Context: an optimization exercise on an open-source flow, tuned for small area, a short achievable clock period and few clock cycles. The choices shown serve that exercise and are no tape-out recipe.
The RTL was checked by simulation tests, not by an equivalence proof against the original design.
Power and IR drop assume default switching activity.

===== design/flow/design.v =====
`timescale 1ns/1ps
module qm_merge_engine (
    input  logic [31:0] f,        
    output logic [31:0] row_nz,   
    input  logic [31:0] row_oh,   
    output logic [31:0] row,      
    input  logic [4:0]  cmask,    
    input  logic [31:0] cval_oh,  
    output logic        ess       
);
    wire t1 = f[0] & f[1];
    wire t2 = f[2] & f[3];
    wire t3 = f[4] & f[5];
    wire t4 = f[6] & f[7];
    wire t5 = f[8] & f[9];
    wire t6 = f[10] & f[11];
    wire t7 = f[12] & f[13];
    wire t8 = f[14] & f[15];
    wire t9 = f[16] & f[17];
    wire t10 = f[18] & f[19];
    wire t11 = f[20] & f[21];
    wire t12 = f[22] & f[23];
    wire t13 = f[24] & f[25];
    wire t14 = f[26] & f[27];
    wire t15 = f[28] & f[29];
    wire t16 = f[30] & f[31];
    wire t17 = f[0] & f[2];
    wire t18 = f[1] & f[3];
    wire t19 = f[4] & f[6];
    wire t20 = f[5] & f[7];
    wire t21 = f[8] & f[10];
    wire t22 = f[9] & f[11];
    wire t23 = f[12] & f[14];
    wire t24 = f[13] & f[15];
    wire t25 = f[16] & f[18];
    wire t26 = f[17] & f[19];
    wire t27 = f[20] & f[22];
    wire t28 = f[21] & f[23];
    wire t29 = f[24] & f[26];
    wire t30 = f[25] & f[27];
    wire t31 = f[28] & f[30];
    wire t32 = f[29] & f[31];
    wire t33 = t17 & t18;
    wire t34 = t19 & t20;
    wire t35 = t21 & t22;
    wire t36 = t23 & t24;
    wire t37 = t25 & t26;
    wire t38 = t27 & t28;
    wire t39 = t29 & t30;
    wire t40 = t31 & t32;
    wire t41 = f[0] & f[4];
    wire t42 = f[1] & f[5];
    wire t43 = f[2] & f[6];
    wire t44 = f[3] & f[7];
    wire t45 = f[8] & f[12];
    wire t46 = f[9] & f[13];
    wire t47 = f[10] & f[14];
    wire t48 = f[11] & f[15];
    wire t49 = f[16] & f[20];
    wire t50 = f[17] & f[21];
    wire t51 = f[18] & f[22];
    wire t52 = f[19] & f[23];
    wire t53 = f[24] & f[28];
    wire t54 = f[25] & f[29];
    wire t55 = f[26] & f[30];
    wire t56 = f[27] & f[31];
    wire t57 = t41 & t42;
    wire t58 = t43 & t44;
    wire t59 = t45 & t46;
    wire t60 = t47 & t48;
    wire t61 = t49 & t50;
    wire t62 = t51 & t52;
    wire t63 = t53 & t54;
    wire t64 = t55 & t56;
    wire t65 = t41 & t43;
    wire t66 = t42 & t44;
    wire t67 = t45 & t47;
    wire t68 = t46 & t48;
    wire t69 = t49 & t51;
    wire t70 = t50 & t52;
    wire t71 = t53 & t55;
    wire t72 = t54 & t56;
    wire t73 = t65 & t66;
    wire t74 = t67 & t68;
    wire t75 = t69 & t70;
    wire t76 = t71 & t72;
    wire t77 = f[0] & f[8];
    wire t78 = f[1] & f[9];
    wire t79 = f[2] & f[10];
    wire t80 = f[3] & f[11];
    wire t81 = f[4] & f[12];
    wire t82 = f[5] & f[13];
    wire t83 = f[6] & f[14];
    wire t84 = f[7] & f[15];
    wire t85 = f[16] & f[24];
    wire t86 = f[17] & f[25];
    wire t87 = f[18] & f[26];
    wire t88 = f[19] & f[27];
    wire t89 = f[20] & f[28];
    wire t90 = f[21] & f[29];
    wire t91 = f[22] & f[30];
    wire t92 = f[23] & f[31];
    wire t93 = t77 & t78;
    wire t94 = t79 & t80;
    wire t95 = t81 & t82;
    wire t96 = t83 & t84;
    wire t97 = t85 & t86;
    wire t98 = t87 & t88;
    wire t99 = t89 & t90;
    wire t100 = t91 & t92;
    wire t101 = t77 & t79;
    wire t102 = t78 & t80;
    wire t103 = t81 & t83;
    wire t104 = t82 & t84;
    wire t105 = t85 & t87;
    wire t106 = t86 & t88;
    wire t107 = t89 & t91;
    wire t108 = t90 & t92;
    wire t109 = t101 & t102;
    wire t110 = t103 & t104;
    wire t111 = t105 & t106;
    wire t112 = t107 & t108;
    wire t113 = t77 & t81;
    wire t114 = t78 & t82;
    wire t115 = t79 & t83;
    wire t116 = t80 & t84;
    wire t117 = t85 & t89;
    wire t118 = t86 & t90;
    wire t119 = t87 & t91;
    wire t120 = t88 & t92;
    wire t121 = t113 & t114;
    wire t122 = t115 & t116;
    wire t123 = t117 & t118;
    wire t124 = t119 & t120;
    wire t125 = t113 & t115;
    wire t126 = t114 & t116;
    wire t127 = t117 & t119;
    wire t128 = t118 & t120;
    wire t129 = t125 & t126;
    wire t130 = t127 & t128;
    wire t131 = f[0] & f[16];
    wire t132 = f[1] & f[17];
    wire t133 = f[2] & f[18];
    wire t134 = f[3] & f[19];
    wire t135 = f[4] & f[20];
    wire t136 = f[5] & f[21];
    wire t137 = f[6] & f[22];
    wire t138 = f[7] & f[23];
    wire t139 = f[8] & f[24];
    wire t140 = f[9] & f[25];
    wire t141 = f[10] & f[26];
    wire t142 = f[11] & f[27];
    wire t143 = f[12] & f[28];
    wire t144 = f[13] & f[29];
    wire t145 = f[14] & f[30];
    wire t146 = f[15] & f[31];
    wire t147 = t131 & t132;
    wire t148 = t133 & t134;
    wire t149 = t135 & t136;
    wire t150 = t137 & t138;
    wire t151 = t139 & t140;
    wire t152 = t141 & t142;
    wire t153 = t143 & t144;
    wire t154 = t145 & t146;
    wire t155 = t131 & t133;
    wire t156 = t132 & t134;
    wire t157 = t135 & t137;
    wire t158 = t136 & t138;
    wire t159 = t139 & t141;
    wire t160 = t140 & t142;
    wire t161 = t143 & t145;
    wire t162 = t144 & t146;
    wire t163 = t155 & t156;
    wire t164 = t157 & t158;
    wire t165 = t159 & t160;
    wire t166 = t161 & t162;
    wire t167 = t131 & t135;
    wire t168 = t132 & t136;
    wire t169 = t133 & t137;
    wire t170 = t134 & t138;
    wire t171 = t139 & t143;
    wire t172 = t140 & t144;
    wire t173 = t141 & t145;
    wire t174 = t142 & t146;
    wire t175 = t167 & t168;
    wire t176 = t169 & t170;
    wire t177 = t171 & t172;
    wire t178 = t173 & t174;
    wire t179 = t167 & t169;
    wire t180 = t168 & t170;
    wire t181 = t171 & t173;
    wire t182 = t172 & t174;
    wire t183 = t179 & t180;
    wire t184 = t181 & t182;
    wire t185 = t131 & t139;
    wire t186 = t132 & t140;
    wire t187 = t133 & t141;
    wire t188 = t134 & t142;
    wire t189 = t135 & t143;
    wire t190 = t136 & t144;
    wire t191 = t137 & t145;
    wire t192 = t138 & t146;
    wire t193 = t185 & t186;
    wire t194 = t187 & t188;
    wire t195 = t189 & t190;
    wire t196 = t191 & t192;
    wire t197 = t185 & t187;
    wire t198 = t186 & t188;
    wire t199 = t189 & t191;
    wire t200 = t190 & t192;
    wire t201 = t197 & t198;
    wire t202 = t199 & t200;
    wire t203 = t185 & t189;
    wire t204 = t186 & t190;
    wire t205 = t187 & t191;
    wire t206 = t188 & t192;
    wire t207 = t203 & t204;
    wire t208 = t205 & t206;
    wire t209 = t203 & t205;
    wire t210 = t204 & t206;
    wire t211 = t209 & t210;
    wire t212 = f[0] & ~(f[1] | f[2] | f[4] | f[8] | f[16]);
    wire t213 = f[1] & ~(f[0] | f[3] | f[5] | f[9] | f[17]);
    wire t214 = f[2] & ~(f[3] | f[0] | f[6] | f[10] | f[18]);
    wire t215 = f[3] & ~(f[2] | f[1] | f[7] | f[11] | f[19]);
    wire t216 = f[4] & ~(f[5] | f[6] | f[0] | f[12] | f[20]);
    wire t217 = f[5] & ~(f[4] | f[7] | f[1] | f[13] | f[21]);
    wire t218 = f[6] & ~(f[7] | f[4] | f[2] | f[14] | f[22]);
    wire t219 = f[7] & ~(f[6] | f[5] | f[3] | f[15] | f[23]);
    wire t220 = f[8] & ~(f[9] | f[10] | f[12] | f[0] | f[24]);
    wire t221 = f[9] & ~(f[8] | f[11] | f[13] | f[1] | f[25]);
    wire t222 = f[10] & ~(f[11] | f[8] | f[14] | f[2] | f[26]);
    wire t223 = f[11] & ~(f[10] | f[9] | f[15] | f[3] | f[27]);
    wire t224 = f[12] & ~(f[13] | f[14] | f[8] | f[4] | f[28]);
    wire t225 = f[13] & ~(f[12] | f[15] | f[9] | f[5] | f[29]);
    wire t226 = f[14] & ~(f[15] | f[12] | f[10] | f[6] | f[30]);
    wire t227 = f[15] & ~(f[14] | f[13] | f[11] | f[7] | f[31]);
    wire t228 = f[16] & ~(f[17] | f[18] | f[20] | f[24] | f[0]);
    wire t229 = f[17] & ~(f[16] | f[19] | f[21] | f[25] | f[1]);
    wire t230 = f[18] & ~(f[19] | f[16] | f[22] | f[26] | f[2]);
    wire t231 = f[19] & ~(f[18] | f[17] | f[23] | f[27] | f[3]);
    wire t232 = f[20] & ~(f[21] | f[22] | f[16] | f[28] | f[4]);
    wire t233 = f[21] & ~(f[20] | f[23] | f[17] | f[29] | f[5]);
    wire t234 = f[22] & ~(f[23] | f[20] | f[18] | f[30] | f[6]);
    wire t235 = f[23] & ~(f[22] | f[21] | f[19] | f[31] | f[7]);
    wire t236 = f[24] & ~(f[25] | f[26] | f[28] | f[16] | f[8]);
    wire t237 = f[25] & ~(f[24] | f[27] | f[29] | f[17] | f[9]);
    wire t238 = f[26] & ~(f[27] | f[24] | f[30] | f[18] | f[10]);
    wire t239 = f[27] & ~(f[26] | f[25] | f[31] | f[19] | f[11]);
    wire t240 = f[28] & ~(f[29] | f[30] | f[24] | f[20] | f[12]);
    wire t241 = f[29] & ~(f[28] | f[31] | f[25] | f[21] | f[13]);
    wire t242 = f[30] & ~(f[31] | f[28] | f[26] | f[22] | f[14]);
    wire t243 = f[31] & ~(f[30] | f[29] | f[27] | f[23] | f[15]);
    wire t244 = t1 & ~(t2 | t3 | t5 | t9);
    wire t245 = t2 & ~(t1 | t4 | t6 | t10);
    wire t246 = t3 & ~(t4 | t1 | t7 | t11);
    wire t247 = t4 & ~(t3 | t2 | t8 | t12);
    wire t248 = t5 & ~(t6 | t7 | t1 | t13);
    wire t249 = t6 & ~(t5 | t8 | t2 | t14);
    wire t250 = t7 & ~(t8 | t5 | t3 | t15);
    wire t251 = t8 & ~(t7 | t6 | t4 | t16);
    wire t252 = t9 & ~(t10 | t11 | t13 | t1);
    wire t253 = t10 & ~(t9 | t12 | t14 | t2);
    wire t254 = t11 & ~(t12 | t9 | t15 | t3);
    wire t255 = t12 & ~(t11 | t10 | t16 | t4);
    wire t256 = t13 & ~(t14 | t15 | t9 | t5);
    wire t257 = t14 & ~(t13 | t16 | t10 | t6);
    wire t258 = t15 & ~(t16 | t13 | t11 | t7);
    wire t259 = t16 & ~(t15 | t14 | t12 | t8);
    wire t260 = t17 & ~(t18 | t19 | t21 | t25);
    wire t261 = t18 & ~(t17 | t20 | t22 | t26);
    wire t262 = t19 & ~(t20 | t17 | t23 | t27);
    wire t263 = t20 & ~(t19 | t18 | t24 | t28);
    wire t264 = t21 & ~(t22 | t23 | t17 | t29);
    wire t265 = t22 & ~(t21 | t24 | t18 | t30);
    wire t266 = t23 & ~(t24 | t21 | t19 | t31);
    wire t267 = t24 & ~(t23 | t22 | t20 | t32);
    wire t268 = t25 & ~(t26 | t27 | t29 | t17);
    wire t269 = t26 & ~(t25 | t28 | t30 | t18);
    wire t270 = t27 & ~(t28 | t25 | t31 | t19);
    wire t271 = t28 & ~(t27 | t26 | t32 | t20);
    wire t272 = t29 & ~(t30 | t31 | t25 | t21);
    wire t273 = t30 & ~(t29 | t32 | t26 | t22);
    wire t274 = t31 & ~(t32 | t29 | t27 | t23);
    wire t275 = t32 & ~(t31 | t30 | t28 | t24);
    wire t276 = t33 & ~(t34 | t35 | t37);
    wire t277 = t34 & ~(t33 | t36 | t38);
    wire t278 = t35 & ~(t36 | t33 | t39);
    wire t279 = t36 & ~(t35 | t34 | t40);
    wire t280 = t37 & ~(t38 | t39 | t33);
    wire t281 = t38 & ~(t37 | t40 | t34);
    wire t282 = t39 & ~(t40 | t37 | t35);
    wire t283 = t40 & ~(t39 | t38 | t36);
    wire t284 = t41 & ~(t42 | t43 | t45 | t49);
    wire t285 = t42 & ~(t41 | t44 | t46 | t50);
    wire t286 = t43 & ~(t44 | t41 | t47 | t51);
    wire t287 = t44 & ~(t43 | t42 | t48 | t52);
    wire t288 = t45 & ~(t46 | t47 | t41 | t53);
    wire t289 = t46 & ~(t45 | t48 | t42 | t54);
    wire t290 = t47 & ~(t48 | t45 | t43 | t55);
    wire t291 = t48 & ~(t47 | t46 | t44 | t56);
    wire t292 = t49 & ~(t50 | t51 | t53 | t41);
    wire t293 = t50 & ~(t49 | t52 | t54 | t42);
    wire t294 = t51 & ~(t52 | t49 | t55 | t43);
    wire t295 = t52 & ~(t51 | t50 | t56 | t44);
    wire t296 = t53 & ~(t54 | t55 | t49 | t45);
    wire t297 = t54 & ~(t53 | t56 | t50 | t46);
    wire t298 = t55 & ~(t56 | t53 | t51 | t47);
    wire t299 = t56 & ~(t55 | t54 | t52 | t48);
    wire t300 = t57 & ~(t58 | t59 | t61);
    wire t301 = t58 & ~(t57 | t60 | t62);
    wire t302 = t59 & ~(t60 | t57 | t63);
    wire t303 = t60 & ~(t59 | t58 | t64);
    wire t304 = t61 & ~(t62 | t63 | t57);
    wire t305 = t62 & ~(t61 | t64 | t58);
    wire t306 = t63 & ~(t64 | t61 | t59);
    wire t307 = t64 & ~(t63 | t62 | t60);
    wire t308 = t65 & ~(t66 | t67 | t69);
    wire t309 = t66 & ~(t65 | t68 | t70);
    wire t310 = t67 & ~(t68 | t65 | t71);
    wire t311 = t68 & ~(t67 | t66 | t72);
    wire t312 = t69 & ~(t70 | t71 | t65);
    wire t313 = t70 & ~(t69 | t72 | t66);
    wire t314 = t71 & ~(t72 | t69 | t67);
    wire t315 = t72 & ~(t71 | t70 | t68);
    wire t316 = t73 & ~(t74 | t75);
    wire t317 = t74 & ~(t73 | t76);
    wire t318 = t75 & ~(t76 | t73);
    wire t319 = t76 & ~(t75 | t74);
    wire t320 = t77 & ~(t78 | t79 | t81 | t85);
    wire t321 = t78 & ~(t77 | t80 | t82 | t86);
    wire t322 = t79 & ~(t80 | t77 | t83 | t87);
    wire t323 = t80 & ~(t79 | t78 | t84 | t88);
    wire t324 = t81 & ~(t82 | t83 | t77 | t89);
    wire t325 = t82 & ~(t81 | t84 | t78 | t90);
    wire t326 = t83 & ~(t84 | t81 | t79 | t91);
    wire t327 = t84 & ~(t83 | t82 | t80 | t92);
    wire t328 = t85 & ~(t86 | t87 | t89 | t77);
    wire t329 = t86 & ~(t85 | t88 | t90 | t78);
    wire t330 = t87 & ~(t88 | t85 | t91 | t79);
    wire t331 = t88 & ~(t87 | t86 | t92 | t80);
    wire t332 = t89 & ~(t90 | t91 | t85 | t81);
    wire t333 = t90 & ~(t89 | t92 | t86 | t82);
    wire t334 = t91 & ~(t92 | t89 | t87 | t83);
    wire t335 = t92 & ~(t91 | t90 | t88 | t84);
    wire t336 = t93 & ~(t94 | t95 | t97);
    wire t337 = t94 & ~(t93 | t96 | t98);
    wire t338 = t95 & ~(t96 | t93 | t99);
    wire t339 = t96 & ~(t95 | t94 | t100);
    wire t340 = t97 & ~(t98 | t99 | t93);
    wire t341 = t98 & ~(t97 | t100 | t94);
    wire t342 = t99 & ~(t100 | t97 | t95);
    wire t343 = t100 & ~(t99 | t98 | t96);
    wire t344 = t101 & ~(t102 | t103 | t105);
    wire t345 = t102 & ~(t101 | t104 | t106);
    wire t346 = t103 & ~(t104 | t101 | t107);
    wire t347 = t104 & ~(t103 | t102 | t108);
    wire t348 = t105 & ~(t106 | t107 | t101);
    wire t349 = t106 & ~(t105 | t108 | t102);
    wire t350 = t107 & ~(t108 | t105 | t103);
    wire t351 = t108 & ~(t107 | t106 | t104);
    wire t352 = t109 & ~(t110 | t111);
    wire t353 = t110 & ~(t109 | t112);
    wire t354 = t111 & ~(t112 | t109);
    wire t355 = t112 & ~(t111 | t110);
    wire t356 = t113 & ~(t114 | t115 | t117);
    wire t357 = t114 & ~(t113 | t116 | t118);
    wire t358 = t115 & ~(t116 | t113 | t119);
    wire t359 = t116 & ~(t115 | t114 | t120);
    wire t360 = t117 & ~(t118 | t119 | t113);
    wire t361 = t118 & ~(t117 | t120 | t114);
    wire t362 = t119 & ~(t120 | t117 | t115);
    wire t363 = t120 & ~(t119 | t118 | t116);
    wire t364 = t121 & ~(t122 | t123);
    wire t365 = t122 & ~(t121 | t124);
    wire t366 = t123 & ~(t124 | t121);
    wire t367 = t124 & ~(t123 | t122);
    wire t368 = t125 & ~(t126 | t127);
    wire t369 = t126 & ~(t125 | t128);
    wire t370 = t127 & ~(t128 | t125);
    wire t371 = t128 & ~(t127 | t126);
    wire t372 = t129 & ~(t130);
    wire t373 = t130 & ~(t129);
    wire t374 = t131 & ~(t132 | t133 | t135 | t139);
    wire t375 = t132 & ~(t131 | t134 | t136 | t140);
    wire t376 = t133 & ~(t134 | t131 | t137 | t141);
    wire t377 = t134 & ~(t133 | t132 | t138 | t142);
    wire t378 = t135 & ~(t136 | t137 | t131 | t143);
    wire t379 = t136 & ~(t135 | t138 | t132 | t144);
    wire t380 = t137 & ~(t138 | t135 | t133 | t145);
    wire t381 = t138 & ~(t137 | t136 | t134 | t146);
    wire t382 = t139 & ~(t140 | t141 | t143 | t131);
    wire t383 = t140 & ~(t139 | t142 | t144 | t132);
    wire t384 = t141 & ~(t142 | t139 | t145 | t133);
    wire t385 = t142 & ~(t141 | t140 | t146 | t134);
    wire t386 = t143 & ~(t144 | t145 | t139 | t135);
    wire t387 = t144 & ~(t143 | t146 | t140 | t136);
    wire t388 = t145 & ~(t146 | t143 | t141 | t137);
    wire t389 = t146 & ~(t145 | t144 | t142 | t138);
    wire t390 = t147 & ~(t148 | t149 | t151);
    wire t391 = t148 & ~(t147 | t150 | t152);
    wire t392 = t149 & ~(t150 | t147 | t153);
    wire t393 = t150 & ~(t149 | t148 | t154);
    wire t394 = t151 & ~(t152 | t153 | t147);
    wire t395 = t152 & ~(t151 | t154 | t148);
    wire t396 = t153 & ~(t154 | t151 | t149);
    wire t397 = t154 & ~(t153 | t152 | t150);
    wire t398 = t155 & ~(t156 | t157 | t159);
    wire t399 = t156 & ~(t155 | t158 | t160);
    wire t400 = t157 & ~(t158 | t155 | t161);
    wire t401 = t158 & ~(t157 | t156 | t162);
    wire t402 = t159 & ~(t160 | t161 | t155);
    wire t403 = t160 & ~(t159 | t162 | t156);
    wire t404 = t161 & ~(t162 | t159 | t157);
    wire t405 = t162 & ~(t161 | t160 | t158);
    wire t406 = t163 & ~(t164 | t165);
    wire t407 = t164 & ~(t163 | t166);
    wire t408 = t165 & ~(t166 | t163);
    wire t409 = t166 & ~(t165 | t164);
    wire t410 = t167 & ~(t168 | t169 | t171);
    wire t411 = t168 & ~(t167 | t170 | t172);
    wire t412 = t169 & ~(t170 | t167 | t173);
    wire t413 = t170 & ~(t169 | t168 | t174);
    wire t414 = t171 & ~(t172 | t173 | t167);
    wire t415 = t172 & ~(t171 | t174 | t168);
    wire t416 = t173 & ~(t174 | t171 | t169);
    wire t417 = t174 & ~(t173 | t172 | t170);
    wire t418 = t175 & ~(t176 | t177);
    wire t419 = t176 & ~(t175 | t178);
    wire t420 = t177 & ~(t178 | t175);
    wire t421 = t178 & ~(t177 | t176);
    wire t422 = t179 & ~(t180 | t181);
    wire t423 = t180 & ~(t179 | t182);
    wire t424 = t181 & ~(t182 | t179);
    wire t425 = t182 & ~(t181 | t180);
    wire t426 = t183 & ~(t184);
    wire t427 = t184 & ~(t183);
    wire t428 = t185 & ~(t186 | t187 | t189);
    wire t429 = t186 & ~(t185 | t188 | t190);
    wire t430 = t187 & ~(t188 | t185 | t191);
    wire t431 = t188 & ~(t187 | t186 | t192);
    wire t432 = t189 & ~(t190 | t191 | t185);
    wire t433 = t190 & ~(t189 | t192 | t186);
    wire t434 = t191 & ~(t192 | t189 | t187);
    wire t435 = t192 & ~(t191 | t190 | t188);
    wire t436 = t193 & ~(t194 | t195);
    wire t437 = t194 & ~(t193 | t196);
    wire t438 = t195 & ~(t196 | t193);
    wire t439 = t196 & ~(t195 | t194);
    wire t440 = t197 & ~(t198 | t199);
    wire t441 = t198 & ~(t197 | t200);
    wire t442 = t199 & ~(t200 | t197);
    wire t443 = t200 & ~(t199 | t198);
    wire t444 = t201 & ~(t202);
    wire t445 = t202 & ~(t201);
    wire t446 = t203 & ~(t204 | t205);
    wire t447 = t204 & ~(t203 | t206);
    wire t448 = t205 & ~(t206 | t203);
    wire t449 = t206 & ~(t205 | t204);
    wire t450 = t207 & ~(t208);
    wire t451 = t208 & ~(t207);
    wire t452 = t209 & ~(t210);
    wire t453 = t210 & ~(t209);
    assign row_nz[0] = t212 | t213 | t214 | t215 | t216 | t217 | t218 | t219 | t220 | t221 | t222 | t223 | t224 | t225 | t226 | t227 | t228 | t229 | t230 | t231 | t232 | t233 | t234 | t235 | t236 | t237 | t238 | t239 | t240 | t241 | t242 | t243;
    assign row_nz[1] = t244 | t245 | t246 | t247 | t248 | t249 | t250 | t251 | t252 | t253 | t254 | t255 | t256 | t257 | t258 | t259;
    assign row_nz[2] = t260 | t261 | t262 | t263 | t264 | t265 | t266 | t267 | t268 | t269 | t270 | t271 | t272 | t273 | t274 | t275;
    assign row_nz[3] = t276 | t277 | t278 | t279 | t280 | t281 | t282 | t283;
    assign row_nz[4] = t284 | t285 | t286 | t287 | t288 | t289 | t290 | t291 | t292 | t293 | t294 | t295 | t296 | t297 | t298 | t299;
    assign row_nz[5] = t300 | t301 | t302 | t303 | t304 | t305 | t306 | t307;
    assign row_nz[6] = t308 | t309 | t310 | t311 | t312 | t313 | t314 | t315;
    assign row_nz[7] = t316 | t317 | t318 | t319;
    assign row_nz[8] = t320 | t321 | t322 | t323 | t324 | t325 | t326 | t327 | t328 | t329 | t330 | t331 | t332 | t333 | t334 | t335;
    assign row_nz[9] = t336 | t337 | t338 | t339 | t340 | t341 | t342 | t343;
    assign row_nz[10] = t344 | t345 | t346 | t347 | t348 | t349 | t350 | t351;
    assign row_nz[11] = t352 | t353 | t354 | t355;
    assign row_nz[12] = t356 | t357 | t358 | t359 | t360 | t361 | t362 | t363;
    assign row_nz[13] = t364 | t365 | t366 | t367;
    assign row_nz[14] = t368 | t369 | t370 | t371;
    assign row_nz[15] = t372 | t373;
    assign row_nz[16] = t374 | t375 | t376 | t377 | t378 | t379 | t380 | t381 | t382 | t383 | t384 | t385 | t386 | t387 | t388 | t389;
    assign row_nz[17] = t390 | t391 | t392 | t393 | t394 | t395 | t396 | t397;
    assign row_nz[18] = t398 | t399 | t400 | t401 | t402 | t403 | t404 | t405;
    assign row_nz[19] = t406 | t407 | t408 | t409;
    assign row_nz[20] = t410 | t411 | t412 | t413 | t414 | t415 | t416 | t417;
    assign row_nz[21] = t418 | t419 | t420 | t421;
    assign row_nz[22] = t422 | t423 | t424 | t425;
    assign row_nz[23] = t426 | t427;
    assign row_nz[24] = t428 | t429 | t430 | t431 | t432 | t433 | t434 | t435;
    assign row_nz[25] = t436 | t437 | t438 | t439;
    assign row_nz[26] = t440 | t441 | t442 | t443;
    assign row_nz[27] = t444 | t445;
    assign row_nz[28] = t446 | t447 | t448 | t449;
    assign row_nz[29] = t450 | t451;
    assign row_nz[30] = t452 | t453;
    assign row_nz[31] = t211;
    assign row[0] = (row_oh[0] & t212) | (row_oh[1] & t244) | (row_oh[2] & t260) | (row_oh[3] & t276) | (row_oh[4] & t284) | (row_oh[5] & t300) | (row_oh[6] & t308) | (row_oh[7] & t316) | (row_oh[8] & t320) | (row_oh[9] & t336) | (row_oh[10] & t344) | (row_oh[11] & t352) | (row_oh[12] & t356) | (row_oh[13] & t364) | (row_oh[14] & t368) | (row_oh[15] & t372) | (row_oh[16] & t374) | (row_oh[17] & t390) | (row_oh[18] & t398) | (row_oh[19] & t406) | (row_oh[20] & t410) | (row_oh[21] & t418) | (row_oh[22] & t422) | (row_oh[23] & t426) | (row_oh[24] & t428) | (row_oh[25] & t436) | (row_oh[26] & t440) | (row_oh[27] & t444) | (row_oh[28] & t446) | (row_oh[29] & t450) | (row_oh[30] & t452) | (row_oh[31] & t211);
    assign row[1] = (row_oh[0] & t213) | (row_oh[2] & t261) | (row_oh[4] & t285) | (row_oh[6] & t309) | (row_oh[8] & t321) | (row_oh[10] & t345) | (row_oh[12] & t357) | (row_oh[14] & t369) | (row_oh[16] & t375) | (row_oh[18] & t399) | (row_oh[20] & t411) | (row_oh[22] & t423) | (row_oh[24] & t429) | (row_oh[26] & t441) | (row_oh[28] & t447) | (row_oh[30] & t453);
    assign row[2] = (row_oh[0] & t214) | (row_oh[1] & t245) | (row_oh[4] & t286) | (row_oh[5] & t301) | (row_oh[8] & t322) | (row_oh[9] & t337) | (row_oh[12] & t358) | (row_oh[13] & t365) | (row_oh[16] & t376) | (row_oh[17] & t391) | (row_oh[20] & t412) | (row_oh[21] & t419) | (row_oh[24] & t430) | (row_oh[25] & t437) | (row_oh[28] & t448) | (row_oh[29] & t451);
    assign row[3] = (row_oh[0] & t215) | (row_oh[4] & t287) | (row_oh[8] & t323) | (row_oh[12] & t359) | (row_oh[16] & t377) | (row_oh[20] & t413) | (row_oh[24] & t431) | (row_oh[28] & t449);
    assign row[4] = (row_oh[0] & t216) | (row_oh[1] & t246) | (row_oh[2] & t262) | (row_oh[3] & t277) | (row_oh[8] & t324) | (row_oh[9] & t338) | (row_oh[10] & t346) | (row_oh[11] & t353) | (row_oh[16] & t378) | (row_oh[17] & t392) | (row_oh[18] & t400) | (row_oh[19] & t407) | (row_oh[24] & t432) | (row_oh[25] & t438) | (row_oh[26] & t442) | (row_oh[27] & t445);
    assign row[5] = (row_oh[0] & t217) | (row_oh[2] & t263) | (row_oh[8] & t325) | (row_oh[10] & t347) | (row_oh[16] & t379) | (row_oh[18] & t401) | (row_oh[24] & t433) | (row_oh[26] & t443);
    assign row[6] = (row_oh[0] & t218) | (row_oh[1] & t247) | (row_oh[8] & t326) | (row_oh[9] & t339) | (row_oh[16] & t380) | (row_oh[17] & t393) | (row_oh[24] & t434) | (row_oh[25] & t439);
    assign row[7] = (row_oh[0] & t219) | (row_oh[8] & t327) | (row_oh[16] & t381) | (row_oh[24] & t435);
    assign row[8] = (row_oh[0] & t220) | (row_oh[1] & t248) | (row_oh[2] & t264) | (row_oh[3] & t278) | (row_oh[4] & t288) | (row_oh[5] & t302) | (row_oh[6] & t310) | (row_oh[7] & t317) | (row_oh[16] & t382) | (row_oh[17] & t394) | (row_oh[18] & t402) | (row_oh[19] & t408) | (row_oh[20] & t414) | (row_oh[21] & t420) | (row_oh[22] & t424) | (row_oh[23] & t427);
    assign row[9] = (row_oh[0] & t221) | (row_oh[2] & t265) | (row_oh[4] & t289) | (row_oh[6] & t311) | (row_oh[16] & t383) | (row_oh[18] & t403) | (row_oh[20] & t415) | (row_oh[22] & t425);
    assign row[10] = (row_oh[0] & t222) | (row_oh[1] & t249) | (row_oh[4] & t290) | (row_oh[5] & t303) | (row_oh[16] & t384) | (row_oh[17] & t395) | (row_oh[20] & t416) | (row_oh[21] & t421);
    assign row[11] = (row_oh[0] & t223) | (row_oh[4] & t291) | (row_oh[16] & t385) | (row_oh[20] & t417);
    assign row[12] = (row_oh[0] & t224) | (row_oh[1] & t250) | (row_oh[2] & t266) | (row_oh[3] & t279) | (row_oh[16] & t386) | (row_oh[17] & t396) | (row_oh[18] & t404) | (row_oh[19] & t409);
    assign row[13] = (row_oh[0] & t225) | (row_oh[2] & t267) | (row_oh[16] & t387) | (row_oh[18] & t405);
    assign row[14] = (row_oh[0] & t226) | (row_oh[1] & t251) | (row_oh[16] & t388) | (row_oh[17] & t397);
    assign row[15] = (row_oh[0] & t227) | (row_oh[16] & t389);
    assign row[16] = (row_oh[0] & t228) | (row_oh[1] & t252) | (row_oh[2] & t268) | (row_oh[3] & t280) | (row_oh[4] & t292) | (row_oh[5] & t304) | (row_oh[6] & t312) | (row_oh[7] & t318) | (row_oh[8] & t328) | (row_oh[9] & t340) | (row_oh[10] & t348) | (row_oh[11] & t354) | (row_oh[12] & t360) | (row_oh[13] & t366) | (row_oh[14] & t370) | (row_oh[15] & t373);
    assign row[17] = (row_oh[0] & t229) | (row_oh[2] & t269) | (row_oh[4] & t293) | (row_oh[6] & t313) | (row_oh[8] & t329) | (row_oh[10] & t349) | (row_oh[12] & t361) | (row_oh[14] & t371);
    assign row[18] = (row_oh[0] & t230) | (row_oh[1] & t253) | (row_oh[4] & t294) | (row_oh[5] & t305) | (row_oh[8] & t330) | (row_oh[9] & t341) | (row_oh[12] & t362) | (row_oh[13] & t367);
    assign row[19] = (row_oh[0] & t231) | (row_oh[4] & t295) | (row_oh[8] & t331) | (row_oh[12] & t363);
    assign row[20] = (row_oh[0] & t232) | (row_oh[1] & t254) | (row_oh[2] & t270) | (row_oh[3] & t281) | (row_oh[8] & t332) | (row_oh[9] & t342) | (row_oh[10] & t350) | (row_oh[11] & t355);
    assign row[21] = (row_oh[0] & t233) | (row_oh[2] & t271) | (row_oh[8] & t333) | (row_oh[10] & t351);
    assign row[22] = (row_oh[0] & t234) | (row_oh[1] & t255) | (row_oh[8] & t334) | (row_oh[9] & t343);
    assign row[23] = (row_oh[0] & t235) | (row_oh[8] & t335);
    assign row[24] = (row_oh[0] & t236) | (row_oh[1] & t256) | (row_oh[2] & t272) | (row_oh[3] & t282) | (row_oh[4] & t296) | (row_oh[5] & t306) | (row_oh[6] & t314) | (row_oh[7] & t319);
    assign row[25] = (row_oh[0] & t237) | (row_oh[2] & t273) | (row_oh[4] & t297) | (row_oh[6] & t315);
    assign row[26] = (row_oh[0] & t238) | (row_oh[1] & t257) | (row_oh[4] & t298) | (row_oh[5] & t307);
    assign row[27] = (row_oh[0] & t239) | (row_oh[4] & t299);
    assign row[28] = (row_oh[0] & t240) | (row_oh[1] & t258) | (row_oh[2] & t274) | (row_oh[3] & t283);
    assign row[29] = (row_oh[0] & t241) | (row_oh[2] & t275);
    assign row[30] = (row_oh[0] & t242) | (row_oh[1] & t259);
    assign row[31] = (row_oh[0] & t243);
    wire z0 = (cmask[0] | ~f[1]) & (cmask[1] | ~f[2]) & (cmask[2] | ~f[4]) & (cmask[3] | ~f[8]) & (cmask[4] | ~f[16]);
    wire z1 = (cmask[0] | ~f[0]) & (cmask[1] | ~f[3]) & (cmask[2] | ~f[5]) & (cmask[3] | ~f[9]) & (cmask[4] | ~f[17]);
    wire z2 = (cmask[0] | ~f[3]) & (cmask[1] | ~f[0]) & (cmask[2] | ~f[6]) & (cmask[3] | ~f[10]) & (cmask[4] | ~f[18]);
    wire z3 = (cmask[0] | ~f[2]) & (cmask[1] | ~f[1]) & (cmask[2] | ~f[7]) & (cmask[3] | ~f[11]) & (cmask[4] | ~f[19]);
    wire z4 = (cmask[0] | ~f[5]) & (cmask[1] | ~f[6]) & (cmask[2] | ~f[0]) & (cmask[3] | ~f[12]) & (cmask[4] | ~f[20]);
    wire z5 = (cmask[0] | ~f[4]) & (cmask[1] | ~f[7]) & (cmask[2] | ~f[1]) & (cmask[3] | ~f[13]) & (cmask[4] | ~f[21]);
    wire z6 = (cmask[0] | ~f[7]) & (cmask[1] | ~f[4]) & (cmask[2] | ~f[2]) & (cmask[3] | ~f[14]) & (cmask[4] | ~f[22]);
    wire z7 = (cmask[0] | ~f[6]) & (cmask[1] | ~f[5]) & (cmask[2] | ~f[3]) & (cmask[3] | ~f[15]) & (cmask[4] | ~f[23]);
    wire z8 = (cmask[0] | ~f[9]) & (cmask[1] | ~f[10]) & (cmask[2] | ~f[12]) & (cmask[3] | ~f[0]) & (cmask[4] | ~f[24]);
    wire z9 = (cmask[0] | ~f[8]) & (cmask[1] | ~f[11]) & (cmask[2] | ~f[13]) & (cmask[3] | ~f[1]) & (cmask[4] | ~f[25]);
    wire z10 = (cmask[0] | ~f[11]) & (cmask[1] | ~f[8]) & (cmask[2] | ~f[14]) & (cmask[3] | ~f[2]) & (cmask[4] | ~f[26]);
    wire z11 = (cmask[0] | ~f[10]) & (cmask[1] | ~f[9]) & (cmask[2] | ~f[15]) & (cmask[3] | ~f[3]) & (cmask[4] | ~f[27]);
    wire z12 = (cmask[0] | ~f[13]) & (cmask[1] | ~f[14]) & (cmask[2] | ~f[8]) & (cmask[3] | ~f[4]) & (cmask[4] | ~f[28]);
    wire z13 = (cmask[0] | ~f[12]) & (cmask[1] | ~f[15]) & (cmask[2] | ~f[9]) & (cmask[3] | ~f[5]) & (cmask[4] | ~f[29]);
    wire z14 = (cmask[0] | ~f[15]) & (cmask[1] | ~f[12]) & (cmask[2] | ~f[10]) & (cmask[3] | ~f[6]) & (cmask[4] | ~f[30]);
    wire z15 = (cmask[0] | ~f[14]) & (cmask[1] | ~f[13]) & (cmask[2] | ~f[11]) & (cmask[3] | ~f[7]) & (cmask[4] | ~f[31]);
    wire z16 = (cmask[0] | ~f[17]) & (cmask[1] | ~f[18]) & (cmask[2] | ~f[20]) & (cmask[3] | ~f[24]) & (cmask[4] | ~f[0]);
    wire z17 = (cmask[0] | ~f[16]) & (cmask[1] | ~f[19]) & (cmask[2] | ~f[21]) & (cmask[3] | ~f[25]) & (cmask[4] | ~f[1]);
    wire z18 = (cmask[0] | ~f[19]) & (cmask[1] | ~f[16]) & (cmask[2] | ~f[22]) & (cmask[3] | ~f[26]) & (cmask[4] | ~f[2]);
    wire z19 = (cmask[0] | ~f[18]) & (cmask[1] | ~f[17]) & (cmask[2] | ~f[23]) & (cmask[3] | ~f[27]) & (cmask[4] | ~f[3]);
    wire z20 = (cmask[0] | ~f[21]) & (cmask[1] | ~f[22]) & (cmask[2] | ~f[16]) & (cmask[3] | ~f[28]) & (cmask[4] | ~f[4]);
    wire z21 = (cmask[0] | ~f[20]) & (cmask[1] | ~f[23]) & (cmask[2] | ~f[17]) & (cmask[3] | ~f[29]) & (cmask[4] | ~f[5]);
    wire z22 = (cmask[0] | ~f[23]) & (cmask[1] | ~f[20]) & (cmask[2] | ~f[18]) & (cmask[3] | ~f[30]) & (cmask[4] | ~f[6]);
    wire z23 = (cmask[0] | ~f[22]) & (cmask[1] | ~f[21]) & (cmask[2] | ~f[19]) & (cmask[3] | ~f[31]) & (cmask[4] | ~f[7]);
    wire z24 = (cmask[0] | ~f[25]) & (cmask[1] | ~f[26]) & (cmask[2] | ~f[28]) & (cmask[3] | ~f[16]) & (cmask[4] | ~f[8]);
    wire z25 = (cmask[0] | ~f[24]) & (cmask[1] | ~f[27]) & (cmask[2] | ~f[29]) & (cmask[3] | ~f[17]) & (cmask[4] | ~f[9]);
    wire z26 = (cmask[0] | ~f[27]) & (cmask[1] | ~f[24]) & (cmask[2] | ~f[30]) & (cmask[3] | ~f[18]) & (cmask[4] | ~f[10]);
    wire z27 = (cmask[0] | ~f[26]) & (cmask[1] | ~f[25]) & (cmask[2] | ~f[31]) & (cmask[3] | ~f[19]) & (cmask[4] | ~f[11]);
    wire z28 = (cmask[0] | ~f[29]) & (cmask[1] | ~f[30]) & (cmask[2] | ~f[24]) & (cmask[3] | ~f[20]) & (cmask[4] | ~f[12]);
    wire z29 = (cmask[0] | ~f[28]) & (cmask[1] | ~f[31]) & (cmask[2] | ~f[25]) & (cmask[3] | ~f[21]) & (cmask[4] | ~f[13]);
    wire z30 = (cmask[0] | ~f[31]) & (cmask[1] | ~f[28]) & (cmask[2] | ~f[26]) & (cmask[3] | ~f[22]) & (cmask[4] | ~f[14]);
    wire z31 = (cmask[0] | ~f[30]) & (cmask[1] | ~f[29]) & (cmask[2] | ~f[27]) & (cmask[3] | ~f[23]) & (cmask[4] | ~f[15]);
    wire t454 = z0 | (cmask[0] & z1);
    wire t455 = z2 | (cmask[0] & z3);
    wire t456 = z4 | (cmask[0] & z5);
    wire t457 = z6 | (cmask[0] & z7);
    wire t458 = z8 | (cmask[0] & z9);
    wire t459 = z10 | (cmask[0] & z11);
    wire t460 = z12 | (cmask[0] & z13);
    wire t461 = z14 | (cmask[0] & z15);
    wire t462 = z16 | (cmask[0] & z17);
    wire t463 = z18 | (cmask[0] & z19);
    wire t464 = z20 | (cmask[0] & z21);
    wire t465 = z22 | (cmask[0] & z23);
    wire t466 = z24 | (cmask[0] & z25);
    wire t467 = z26 | (cmask[0] & z27);
    wire t468 = z28 | (cmask[0] & z29);
    wire t469 = z30 | (cmask[0] & z31);
    wire t470 = t454 | (cmask[1] & t455);
    wire t471 = z1 | (cmask[1] & z3);
    wire t472 = t456 | (cmask[1] & t457);
    wire t473 = z5 | (cmask[1] & z7);
    wire t474 = t458 | (cmask[1] & t459);
    wire t475 = z9 | (cmask[1] & z11);
    wire t476 = t460 | (cmask[1] & t461);
    wire t477 = z13 | (cmask[1] & z15);
    wire t478 = t462 | (cmask[1] & t463);
    wire t479 = z17 | (cmask[1] & z19);
    wire t480 = t464 | (cmask[1] & t465);
    wire t481 = z21 | (cmask[1] & z23);
    wire t482 = t466 | (cmask[1] & t467);
    wire t483 = z25 | (cmask[1] & z27);
    wire t484 = t468 | (cmask[1] & t469);
    wire t485 = z29 | (cmask[1] & z31);
    wire t486 = t470 | (cmask[2] & t472);
    wire t487 = t471 | (cmask[2] & t473);
    wire t488 = t455 | (cmask[2] & t457);
    wire t489 = z3 | (cmask[2] & z7);
    wire t490 = t474 | (cmask[2] & t476);
    wire t491 = t475 | (cmask[2] & t477);
    wire t492 = t459 | (cmask[2] & t461);
    wire t493 = z11 | (cmask[2] & z15);
    wire t494 = t478 | (cmask[2] & t480);
    wire t495 = t479 | (cmask[2] & t481);
    wire t496 = t463 | (cmask[2] & t465);
    wire t497 = z19 | (cmask[2] & z23);
    wire t498 = t482 | (cmask[2] & t484);
    wire t499 = t483 | (cmask[2] & t485);
    wire t500 = t467 | (cmask[2] & t469);
    wire t501 = z27 | (cmask[2] & z31);
    wire t502 = t486 | (cmask[3] & t490);
    wire t503 = t487 | (cmask[3] & t491);
    wire t504 = t488 | (cmask[3] & t492);
    wire t505 = t489 | (cmask[3] & t493);
    wire t506 = t472 | (cmask[3] & t476);
    wire t507 = t473 | (cmask[3] & t477);
    wire t508 = t457 | (cmask[3] & t461);
    wire t509 = z7 | (cmask[3] & z15);
    wire t510 = t494 | (cmask[3] & t498);
    wire t511 = t495 | (cmask[3] & t499);
    wire t512 = t496 | (cmask[3] & t500);
    wire t513 = t497 | (cmask[3] & t501);
    wire t514 = t480 | (cmask[3] & t484);
    wire t515 = t481 | (cmask[3] & t485);
    wire t516 = t465 | (cmask[3] & t469);
    wire t517 = z23 | (cmask[3] & z31);
    wire t518 = t502 | (cmask[4] & t510);
    wire t519 = t503 | (cmask[4] & t511);
    wire t520 = t504 | (cmask[4] & t512);
    wire t521 = t505 | (cmask[4] & t513);
    wire t522 = t506 | (cmask[4] & t514);
    wire t523 = t507 | (cmask[4] & t515);
    wire t524 = t508 | (cmask[4] & t516);
    wire t525 = t509 | (cmask[4] & t517);
    wire t526 = t490 | (cmask[4] & t498);
    wire t527 = t491 | (cmask[4] & t499);
    wire t528 = t492 | (cmask[4] & t500);
    wire t529 = t493 | (cmask[4] & t501);
    wire t530 = t476 | (cmask[4] & t484);
    wire t531 = t477 | (cmask[4] & t485);
    wire t532 = t461 | (cmask[4] & t469);
    wire t533 = z15 | (cmask[4] & z31);
    assign ess = (cval_oh[0] & t518) | (cval_oh[1] & t519) | (cval_oh[2] & t520) | (cval_oh[3] & t521) | (cval_oh[4] & t522) | (cval_oh[5] & t523) | (cval_oh[6] & t524) | (cval_oh[7] & t525) | (cval_oh[8] & t526) | (cval_oh[9] & t527) | (cval_oh[10] & t528) | (cval_oh[11] & t529) | (cval_oh[12] & t530) | (cval_oh[13] & t531) | (cval_oh[14] & t532) | (cval_oh[15] & t533) | (cval_oh[16] & t510) | (cval_oh[17] & t511) | (cval_oh[18] & t512) | (cval_oh[19] & t513) | (cval_oh[20] & t514) | (cval_oh[21] & t515) | (cval_oh[22] & t516) | (cval_oh[23] & t517) | (cval_oh[24] & t498) | (cval_oh[25] & t499) | (cval_oh[26] & t500) | (cval_oh[27] & t501) | (cval_oh[28] & t484) | (cval_oh[29] & t485) | (cval_oh[30] & t469) | (cval_oh[31] & z31);
endmodule
`timescale 1ns/1ps
module qm_top (
    input  logic        clk,
    input  logic        rst_n,
    input  logic        psel,
    input  logic        penable,
    input  logic        pwrite,
    input  logic [11:0] paddr,
    input  logic [31:0] pwdata,
    output logic [31:0] prdata,
    output logic        pready,
    output logic        pslverr
);
    function automatic logic [31:0] lowest(input logic [31:0] x);
        logic [31:0] p;
        p = x;
        for (int s = 0; s < 5; s++) begin
            for (int i = 0; i < 32; i++) begin
                if ((i >> s) & 1) p[i] = p[i] | p[((i >> s) << s) - 1];
            end
        end
        lowest = x & ~{p[30:0], 1'b0};
    endfunction
    function automatic logic [4:0] enc(input logic [31:0] oh);
        enc = '0;
        for (int i = 0; i < 32; i++) begin
            if (oh[i]) enc = enc | 5'(i);
        end
    endfunction
    logic setup, access;
    logic a_onset, a_ctrl, a_status, a_result, mapped;
    logic [4:0] k;
    assign setup    = psel & ~penable;
    assign access   = psel & penable;
    assign a_onset  = (paddr == 12'h000);
    assign a_ctrl   = (paddr == 12'h004);
    assign a_status = (paddr == 12'h008);
    assign a_result = (paddr[11:7] == 5'b00010) && (paddr[1:0] == 2'b00);
    assign mapped   = a_onset | a_ctrl | a_status | a_result;
    assign k        = paddr[6:2];
    logic [31:0] onset, spec, run_onset;
    logic        busy, busy_q, pend, done;
    logic        chg;
    logic [1:0]  stab;
    logic        prep_ok;
    assign spec = (psel && pwrite && a_onset) ? pwdata : onset;
    assign chg  = ~busy & ((setup & pwrite & a_onset) | busy_q);
    always_ff @(posedge clk) begin
        if (!rst_n) begin
            onset <= '0;
        end else if (access && pwrite && a_onset) begin
            onset <= pwdata;
        end
        if (!busy) begin
            run_onset <= spec;
        end
    end
    logic [31:0] row_nz_c;            
    logic [31:0] rowbits;             
    logic [4:0]  mcur;                
    logic [31:0] rr;                  
    logic [31:0] src_oh, row_c;
    logic [31:0] v_oh, rest;
    logic [4:0]  v;
    logic        ess;
    logic        prepping, go_q;
    logic        start_now, step, first, ins, last, any;
    logic [5:0]  prime_cnt, ess_cnt, pc_inc, ec_inc;
    logic [3:0]  age_lo;              
    logic [7:0]  age_hi;              
    qm_merge_engine i_engine (
        .f      (run_onset),
        .row_nz (row_nz_c),
        .row_oh (src_oh),
        .row    (row_c),
        .cmask  (mcur),
        .cval_oh(v_oh),
        .ess    (ess)
    );
    assign prepping = (~busy | pend) & ~prep_ok;
    assign src_oh = lowest(rr);
    assign v_oh = lowest(rowbits);
    assign v    = enc(v_oh);
    assign rest = rowbits & ~v_oh;
    assign any  = |rowbits;
    assign last = (rest == '0) && (rr == '0);
    always_ff @(posedge clk) begin
        go_q <= rst_n & setup & pwrite & a_ctrl & pwdata[0];
    end
    assign start_now = go_q & ~busy;
    assign step      = (start_now & prep_ok) | (busy & ~pend) | (pend & prep_ok);
    assign first     = step & ~(busy & ~pend);
    assign ins       = step & any;
    assign pc_inc = prime_cnt + 6'd1;
    assign ec_inc = ess_cnt + 6'd1;
    always_ff @(posedge clk) begin
        if (step) begin
            if (rest == '0) begin
                rowbits <= row_c;
                mcur    <= enc(src_oh);
                rr      <= rr & ~src_oh;
            end else begin
                rowbits <= rest;
            end
        end else if (prepping) begin
            if (stab == 2'd0) begin
                rr      <= row_nz_c;
            end else begin
                rowbits <= row_c;
                mcur    <= enc(src_oh);
                rr      <= rr & ~src_oh;
            end
        end
        if (first & ins) begin
            age_lo <= 4'b0001;
            age_hi <= 8'b0000_0001;
        end else begin
            age_lo <= {age_lo[2:0], age_lo[3]};
            if (age_lo[3]) age_hi <= {age_hi[6:0], age_hi[7]};
        end
    end
    always_ff @(posedge clk) begin
        if (!rst_n) begin
            busy      <= 1'b0;
            busy_q    <= 1'b0;
            pend      <= 1'b0;
            done      <= 1'b0;
            stab      <= 2'd0;
            prime_cnt <= '0;
            ess_cnt   <= '0;
        end else begin
            busy_q <= busy;
            if ((!busy || pend) && !chg) begin
                stab <= (stab == 2'd2) ? 2'd2 : stab + 2'd1;
            end else begin
                stab <= 2'd0;
            end
            if (start_now) begin
                busy <= 1'b1;
                done <= 1'b0;
                pend <= ~prep_ok;
            end
            if (step) begin
                prime_cnt <= first ? {5'd0, ins} : pc_inc;
                if (first)           ess_cnt <= {5'd0, ins & ess};
                else if (ins && ess) ess_cnt <= ec_inc;
                pend      <= 1'b0;
                if (!any || last) begin
                    busy <= 1'b0;
                    done <= 1'b1;
                end else begin
                    busy <= 1'b1;
                    done <= 1'b0;
                end
            end
        end
    end
    assign prep_ok = (stab == 2'd2);
    logic [10:0] ring [32];
    always_ff @(posedge clk) begin
        ring[0] <= ins ? {ess, mcur, v} : ring[31];
        for (int j = 1; j < 32; j++) begin
            ring[j] <= ring[j-1];
        end
    end
    logic        rd_onset, rd_status, err_q;
    logic [10:0] rd_q;
    logic [10:0] rword;
    logic [3:0]  k_lo_oh, lo_oh;
    logic [7:0]  k_hi_oh, hi0_oh, hi_oh;
    logic        lo_borrow;
    logic [10:0] grp [8];
    always_comb begin
        for (int i = 0; i < 4; i++) k_lo_oh[i] = (k[1:0] == 2'(i));
        for (int i = 0; i < 8; i++) k_hi_oh[i] = (k[4:2] == 3'(i));
        lo_borrow = 1'b0;
        for (int a = 0; a < 4; a++) lo_borrow = lo_borrow | (age_lo[a] & (k[1:0] > 2'(a)));
        for (int l = 0; l < 4; l++) begin
            lo_oh[l] = 1'b0;
            for (int a = 0; a < 4; a++) lo_oh[l] = lo_oh[l] | (age_lo[a] & k_lo_oh[(a - l + 4) % 4]);
        end
        for (int h = 0; h < 8; h++) begin
            hi0_oh[h] = 1'b0;
            for (int a = 0; a < 8; a++) hi0_oh[h] = hi0_oh[h] | (age_hi[a] & k_hi_oh[(a - h + 8) % 8]);
        end
        for (int h = 0; h < 8; h++) hi_oh[h] = lo_borrow ? hi0_oh[(h + 1) % 8] : hi0_oh[h];
        for (int h = 0; h < 8; h++) begin
            grp[h] = '0;
            for (int l = 0; l < 4; l++) grp[h] = grp[h] | (lo_oh[l] ? ring[4*h + l] : 11'd0);
        end
        rword = '0;
        for (int h = 0; h < 8; h++) rword = rword | (hi_oh[h] ? grp[h] : 11'd0);
    end
    always_ff @(posedge clk) begin
        rd_q      <= (~pwrite & a_result & ({1'b0, k} < prime_cnt)) ? rword : 11'd0;
        rd_onset  <= ~pwrite & a_onset;
        rd_status <= ~pwrite & a_status;
        err_q     <= ~mapped | (pwrite & (a_status | a_result));
    end
    always_comb begin
        prdata = {15'd0, rd_q[10], 3'd0, rd_q[9:5], 3'd0, rd_q[4:0]};
        if (rd_onset)  prdata = prdata | onset;
        if (rd_status) prdata = prdata | {10'd0, ess_cnt, 2'd0, prime_cnt, 6'd0, done, busy};
    end
    assign pready  = 1'b1;
    assign pslverr = err_q;
endmodule

===== design/flow/flow/run.sh =====
#!/bin/bash
# Standard ORFS flow, with timing repair aiming past the clock target and
# plain buffers on the ports.
set -euo pipefail
bash standard.sh SETUP_SLACK_MARGIN=8 'BUFFER_PORTS_ARGS=-buffer_cell sky130_fd_sc_hd__buf_2' finish > standard.log 2>&1

===== design/flow/standard.sh =====
#!/bin/bash
# synth_recipe.tcl (not shown) runs the flow's synth.tcl, then flattens the netlist and writes it again
# the make line also repeats each setting of config.mk as NAME=value (left out here)
make -C /OpenROAD-flow-scripts/flow DESIGN_CONFIG=/design/flow/config.mk WORK_HOME=/design/flow/orfs CLKGATE_MAP_FILE= SYNTH_SCRIPT=/design/flow/synth_recipe.tcl "${@:-finish}"

===== design/flow/config.mk =====
export PLATFORM = sky130hd
export DESIGN_NAME = qm_top
export DESIGN_NICKNAME = qm_top
export VERILOG_FILES = /design/flow/design.v
export SDC_FILE = /design/flow/constraint.sdc
export NUM_CORES = 8
export LEC_CHECK = 0
export ABC_AREA = 1
export CAP_MARGIN = 15
export CORE_MARGIN = 2
export CORE_UTILIZATION = 40
export SLEW_MARGIN = 15

===== design/flow/constraint.sdc =====
create_clock -name core_clock -period 12.0 [get_ports {clk}]
set_input_delay 2.4000 -clock core_clock [delete_from_list [all_inputs] [get_ports {clk}]]
set_output_delay 2.4000 -clock core_clock [all_outputs]
set_load 0.01 [all_outputs]

==> run summary, run 1 <==
total placed instance area=0.0275 mm²; type of the worst setup path=flip-flop to output pin; multiplexer share of the synthesized area=0.0382%; compound-gate portion of the synthesized area=14.7%; placed insts=4494; most frequent cell after synthesis=nand2_1; Die Y=260 µm; first-pass GRT wire length=155 mm; share of layout cells above drive strength 1=11.1%; count of cell types in the netlist=64; CP endpoint kind=output pin; largest net degree at the start of global routing=89; hold endpoint=ring[8][3]; initial antenna violation count=2; die area=0.0676 mm²; R2R setup slack=8.01 ns; top post-synthesis cells by count=nand2_1, inv_1, dfxtp_1, nor2_1, o21ai_0; core area=0.0646 mm²; RSZ-0062 raised after global routing=yes; # port buffers=81; hpwl dp=73.0 mm; vias=26869; slew at the pin with the worst max-slew slack=1.06 ns; arrival time worst endpoint=1.61 ns; cell taking the most area after synthesis=dfxtp_1; Max-slew headroom=28.3%; gate count of the mapped netlist=3662; DRC errors left=0; vias in the first global route=25157; Rows=93; Routed WL per cell=22.4 µm; H-tree Lvls=2; initial core utilization=40.6%; Req. time, crit path=9.60 ns; Simple-Gate Fraction of Synth Area=31.1%; adder-cell share of the synthesized area=0.907%; CTS tree=done; clk sinks=530; Inserted Clock Buffers=55; Crit Path Max Fanout=6; nets=3843; clock latency on the worst-skew pair=0.65 ns; Ports=83; Yosys reg bits=530; register area=0.0116 mm²; status=complete, no violations; largest family of logic cells by synthesized area=simple AND/OR/NAND/NOR gates; Post-Synth XOR/XNOR Area=0.234%; Pleak=0.0129 µW; Max Freq=250 MHz; dominant cells by area after synthesis=dfxtp_1, nand2_1, edfxtp_1; drt pass-1 iters=8; area added between synthesis and finish=17.5%; post-route cell area=0.0308 mm²; setup TNS=0 ns; Seq/Total Area, Yosys=44.3%; ys flop type=dfxtp_1; Final Util=47.7%; share of the synthesized area in the top cell type=32.8%; period utilization=33.4%; Worst Hold Path Cells=0; number of fill cells in the layout=6473; root buffer cell=clkbuf_16; Final Skew=0.0394 ns; WHS=0.331 ns; Async S/R FF share, synth=0%; Worst Hold Launch=ring[7][3]; R2R depth=17; number of synthesized flops with an enable pin=101; max-cap violations=0; Setup crit start kind=flip-flop; Antenna diodes=0; worst reg2reg path endpoint=rowbits[0]; Clk pin slew, worst setup/hold paths=0.06 ns; Ys Warns=3; worst min-delay path class=flip-flop to flip-flop; hold_buf cts=0; final setup fails=0; min cycle time layout=4.01 ns; initial drt markers=2918; gr usage total=30.0%; syn nets=3730; GPL Wtd Cong=1.02; CTS Buffer Depth=3; Die Width=260 µm; via/cell ratio=5.75; Reg2Reg Launch Point=run_onset[7]; GRT overflow=0; footprint of the multi-input gates=0.0128 mm²; Final ANT Viol Nets=0; Max rail drop VDD=0.151 mV; mapped cell area=0.0262 mm²; final WL=104 mm; Avg Cell Area, Syn=7.16 µm²; final std cells w/o fill=4672; final hold vios=0; Max Slew Vio Count=0; PwrDens=143 mW/mm²
[flip-flops by register name, indices dropped and copies added, names as in the netlist, 4 cells and up]
name       cells
ring         352
onset         32
rowbits       32
rr            32
run_onset     32
rd_q          11
age_hi         8
ess_cnt        6
prime_cnt      6
mcur           5
age_lo         4
[per-stage QoR]
stage               total power, µW  setup WS [ns]
global route                   4560           7.95
detailed placement             2570           6.31
CTS                            4380           7.99
floorplan                      2350           7.84
finish                         4410           7.99
global placement               2570           6.35
[how the worst max path moves through the flow]
stage               startpoint           end  slack (ns)  cells past startpoint
floorplan             paddr[7]  run_onset[0]        7.84                     11
global placement      paddr[7]     onset[24]        6.35                     13
detailed placement    paddr[7]     onset[18]        6.31                     13
CTS                  rd_status     prdata[9]        7.99                      3
global route         rd_status     prdata[0]        7.95                      3
finish               rd_status     prdata[0]        7.99                      3
[area by class of cell]
type	instances	area share (%)
multi-input cells	2540	41.5
flip-flops and latches	530	37.7
clock buffers	81	5.35
repair inverters	2	0.0406
well taps	855	3.47
clock inverters	18	0.848
inverters	448	5.72
repair buffers	198	5.31
[timing repair]
item | CTS | global route
setup buffers | 19 | 52
resized for setup | 60 | 112
gates cloned | 5 | 3
endpoints found under the setup margin | 127 | 183
pin swaps | 5 | 13
[worst max-delay path, cell delays in order, from the launching register on]
cell and delay, ns:
dfxtp_4 0.40, clkinvlp_4 0.20, o21ai_2 0.22, buf_2 0.16
[power by group]
part / total (µW) / internal, µW / switching (µW)
registers: 1940 / 1890 / 48.8
logic: 685 / 183 / 502
clock network: 1790 / 1030 / 765
total: 4410 / 3100 / 1320
[layout by cell type (no fill, tap or decap), drive strengths merged, types with 6 or more instances in the layout]
cell type  synthesis  layout
nand4            106     106
nor3b              7       7
nor2             406     406
a21oi            130     130
o2111ai           11      11
clkbuf           110      86
o21bai             7       7
nand2            948     950
a211oi            16      16
o22ai             52      52
or3               12      12
clkinvlp           0      12
a41oi             16      16
buf               36     191
nor3             165     165
a22oi             99      99
nor4              67      67
o21ai            189     189
clkinv             5      13
ha                19      19
o211ai             7       7
inv              443     439
nand3b             6       6
dfxtp            429     429
a221oi            21      21
a31oi             45      45
edfxtp           101     101
nand3            158     158
a31o               9       9
[kinds of logic (layout without fill, tap and decap cells)]
family | count (synthesis) | count (layout)
XOR/XNOR | 7 | 7
adder cells (fa/ha/maj) | 19 | 19
other | 1 | 1
multiplexers | 1 | 1
buffers and inverters | 594 | 747
AO/OA/AOI/OAI | 621 | 621
flip-flops | 530 | 530
AND/OR/NAND/NOR | 1889 | 1891
[layer usage]
layer	GRT usage (%)	vias up	wire (µm)
met1	38.6	12570	42800
met5	0	-	42
met4	15.5	4	6060
met2	47.3	1337	46300
li1	-	12599	-
met3	6.37	359	9280
Testbench counts, summed over its fixed seeds: cycles 7,828.
==> run 2: changes to the inputs <==
--- a/design/flow/design.v
+++ b/design/flow/design.v
@@ -771,7 +771,7 @@
             ess_cnt   <= '0;
         end else begin
             busy_q <= busy;
-            if ((!busy || pend) && !chg) begin
+            if ((!busy || pend) && !chg && !step) begin
                 stab <= (stab == 2'd2) ? 2'd2 : stab + 2'd1;
             end else begin
                 stab <= 2'd0;
--- a/design/flow/config.mk
+++ b/design/flow/config.mk
@@ -6,7 +6,7 @@
 export NUM_CORES = 8
 export LEC_CHECK = 0
 export ABC_AREA = 1
-export CAP_MARGIN = 15
+export CAP_MARGIN = 30
 export CORE_MARGIN = 2
-export CORE_UTILIZATION = 40
-export SLEW_MARGIN = 15
+export CORE_UTILIZATION = 45
+export SLEW_MARGIN = 20
==> run 2 against run 1 <==
  * Highest routed layer unchanged
  * Critical path depth increased by 10
  * Sequential power increased by 3%
  * Non-clock buffer count decreased by 46
  * Hold slack improved by 0.0032 ns
  * Cell count decreased by 2.7%
  * Largest power group unchanged
  * Clock power decreased by 7%
  * Still clean
  * Die area decreased by 11%
==> run summary, run 2 <==
status=complete, no violations; largest net degree at the start of global routing=74; CTS Buffer Depth=3; adder-cell share of the synthesized area=0.903%; Max-slew headroom=29.4%; arrival time worst endpoint=4.41 ns; max-cap violations=0; Max rail drop VDD=0.139 mV; nets=3803; vias=26571; Req. time, crit path=12.47 ns; placed insts=4409; share of the synthesized area in the top cell type=32.6%; Final Skew=0.0505 ns; root buffer cell=clkbuf_16; Rows=88; multiplexer share of the synthesized area=0%; count of cell types in the netlist=69; drt pass-1 iters=6; H-tree Lvls=2; Simple-Gate Fraction of Synth Area=30.5%; first-pass GRT wire length=151 mm; largest family of logic cells by synthesized area=simple AND/OR/NAND/NOR gates; ys flop type=dfxtp_1; PwrDens=151 mW/mm²; CP endpoint kind=flip-flop; most common cell after layout, fill and taps aside=nand2_1; Routed WL per cell=22.7 µm; slew at the pin with the worst max-slew slack=1.05 ns; syn nets=3735; Ports=83; final setup fails=0; Reg2Reg Launch Point=run_onset[23]; most frequent cells in the layout=nand2_1, inv_1, dfxtp_1, nor2_1, o21ai_0; gate count of the mapped netlist=3667; Avg Cell Area, Syn=7.18 µm²; hold endpoint=ring[23][7]; max FFs per register=352; final hold vios=0; DRC errors left=0; WHS=0.334 ns; hpwl dp=71.7 mm; compound-gate portion of the synthesized area=15.5%; Inserted Clock Buffers=53; worst min-delay path class=flip-flop to flip-flop; Final ANT Viol Nets=0; min cycle time layout=3.94 ns; Worst Hold Launch=ring[22][7]; cell taking the most area after synthesis=dfxtp_1; initial core utilization=45.6%; Seq/Total Area, Yosys=44.1%; initial antenna violation count=2; Max Freq=254 MHz; RSZ-0062 raised after global routing=yes; hold_buf cts=0; mapped cell area=0.0263 mm²; GPL Wtd Cong=1.06; Clk pin slew, worst setup/hold paths=0.06 ns; Die Y=246 µm; number of synthesized flops with an enable pin=101; Final Util=51.8%; core area=0.0578 mm²; Post-Synth XOR/XNOR Area=0.166%; via/cell ratio=5.85; R2R depth=13; CTS tree=done; Async S/R FF share, synth=0%; Crit Path Max Fanout=8; Setup crit start kind=primary input; Worst Hold Path Cells=0; area added between synthesis and finish=13.7%; Yosys reg bits=530; clock latency on the worst-skew pair=0.64 ns; final std cells w/o fill=4545; initial drt markers=2903; # port buffers=81; Ys Warns=3; Max Slew Vio Count=0; period utilization=32.8%; CP Launch Point=paddr[6]; dominant cells by area after synthesis=dfxtp_1, nand2_1, edfxtp_1; total power=4520 µW; share of layout cells above drive strength 1=9.02%; vias in the first global route=24892; worst reg2reg path endpoint=rowbits[16]; top post-synthesis cells by count=nand2_1, inv_1, dfxtp_1, nor2_1, o21ai_0; Pleak=0.0125 µW; most frequent cell after synthesis=nand2_1; gr usage total=32.8%; type of the worst setup path=primary input to flip-flop; setup TNS=0 ns; Die Width=246 µm; GRT overflow=0; R2R setup slack=8.09 ns; clk sinks=530; Most flops, register=ring; final WL=103 mm; die area=0.0605 mm²
## run 2: report_power, final
group | total (µW) | switching, µW | internal [µW] | leakage [µW]
clock | 1660 | 728 | 932 | 0.000867
sequential | 1990 | 73.9 | 1910 | 0.00460
combinational | 869 | 630 | 239 | 0.00708
total | 4520 | 1430 | 3080 | 0.0125
## run 2: critical path: stages
cell and delay (ns):
clkbuf_4 0.17, inv_1 0.11, nand3_1 0.19, o22ai_1 0.13
a21oi_1 0.21, o2111ai_1 0.18, nand2_1 0.09, o21ai_1 0.06
buf_4 0.20, inv_2 0.16, a31oi_1 0.08, nor4_1 0.30
a21oi_1 0.10
## run 2: how the worst max path moves through the flow
stage / to
after global routing: rd_q[2]
final: rd_q[2]
after global placement: onset[25]
after floorplan: run_onset[0]
after detailed placement: onset[11]
after CTS: prdata[21]
## run 2: logic make-up after synthesis
group / Yosys count
xor gates and xnor gates: 5
AOI/OAI and AO/OA: 655
buffers and inverters: 602
and+or+nand+nor: 1855
adders and majority gates: 19
other: 1
DFF: 530
## run 2: layout make-up
cell class	count	area (µm²)
tap	765	957
multi-input combinational	2538	12700
inverter	458	1750
clock buffer	80	1560
timing repair inverter	2	10.0
clock inverter	19	218
timing repair buffer	152	1140
fill	5809	27900
sequential	530	11600
antenna	1	2.50
## run 2: timing repair
item / CTS / global route
setup endpoints to repair: 109 / 99
cloned: 2 / 6
buffers inserted: 9 / 18
pin swaps: 3 / 8
gates resized for setup: 42 / 33
## run 2: metal layers
layer  track usage, %  routed length (µm)  vias to the layer above
li1                 -                   -                    12539
met1             41.1               41200                    12328
met2             53.4               46900                     1337
met3             4.82                8070                      365
met4             20.1                7000                        2
met5                0                  12                        -
## run 2: metrics by stage
step / cell area, µm² / setup WS (ns)
4_1_cts: 29500 / 8.00
3_5_place_dp: 27500 / 6.62
5_1_grt: 29900 / 7.92
2_1_floorplan: 26500 / 7.98
3_3_place_gp: 27500 / 6.66
6_report: 29900 / 8.06
Testbench counts of run 2, summed over its fixed seeds: cycles 7,828.

-- what the ideal ports hide --
In the flow no input, the clock included, has a driving cell. The finished layouts below were timed again as built, in two steps. Step 1: set_driving_cell puts a clkbuf_16 on clk and a buf_2 on each other input, an assumption about the parent block. Step 2 times the ports against the registers' clock, not the clock port: input delays grow and output delays shrink by t, the midpoint of the rising clock arrivals with the driver on. a / b / c = no drivers / after step 1 / after step 2; a / b = the first two.
run | t (ns) | setup WS [ns] | hold slack, ns
run 1 | 0.689 | 7.995 / 7.935 / 7.425 | 0.331 / 0.331 / 0.331
run 2 | 0.676 | 8.060 / 8.007 / 7.422 | 0.334 / 0.334 / 0.334
After both steps every run listed still meets setup and hold. For run 2, which loses most, drivers alone change the setup slack by -0.053 ns; drivers and shift together by -0.638 ns.
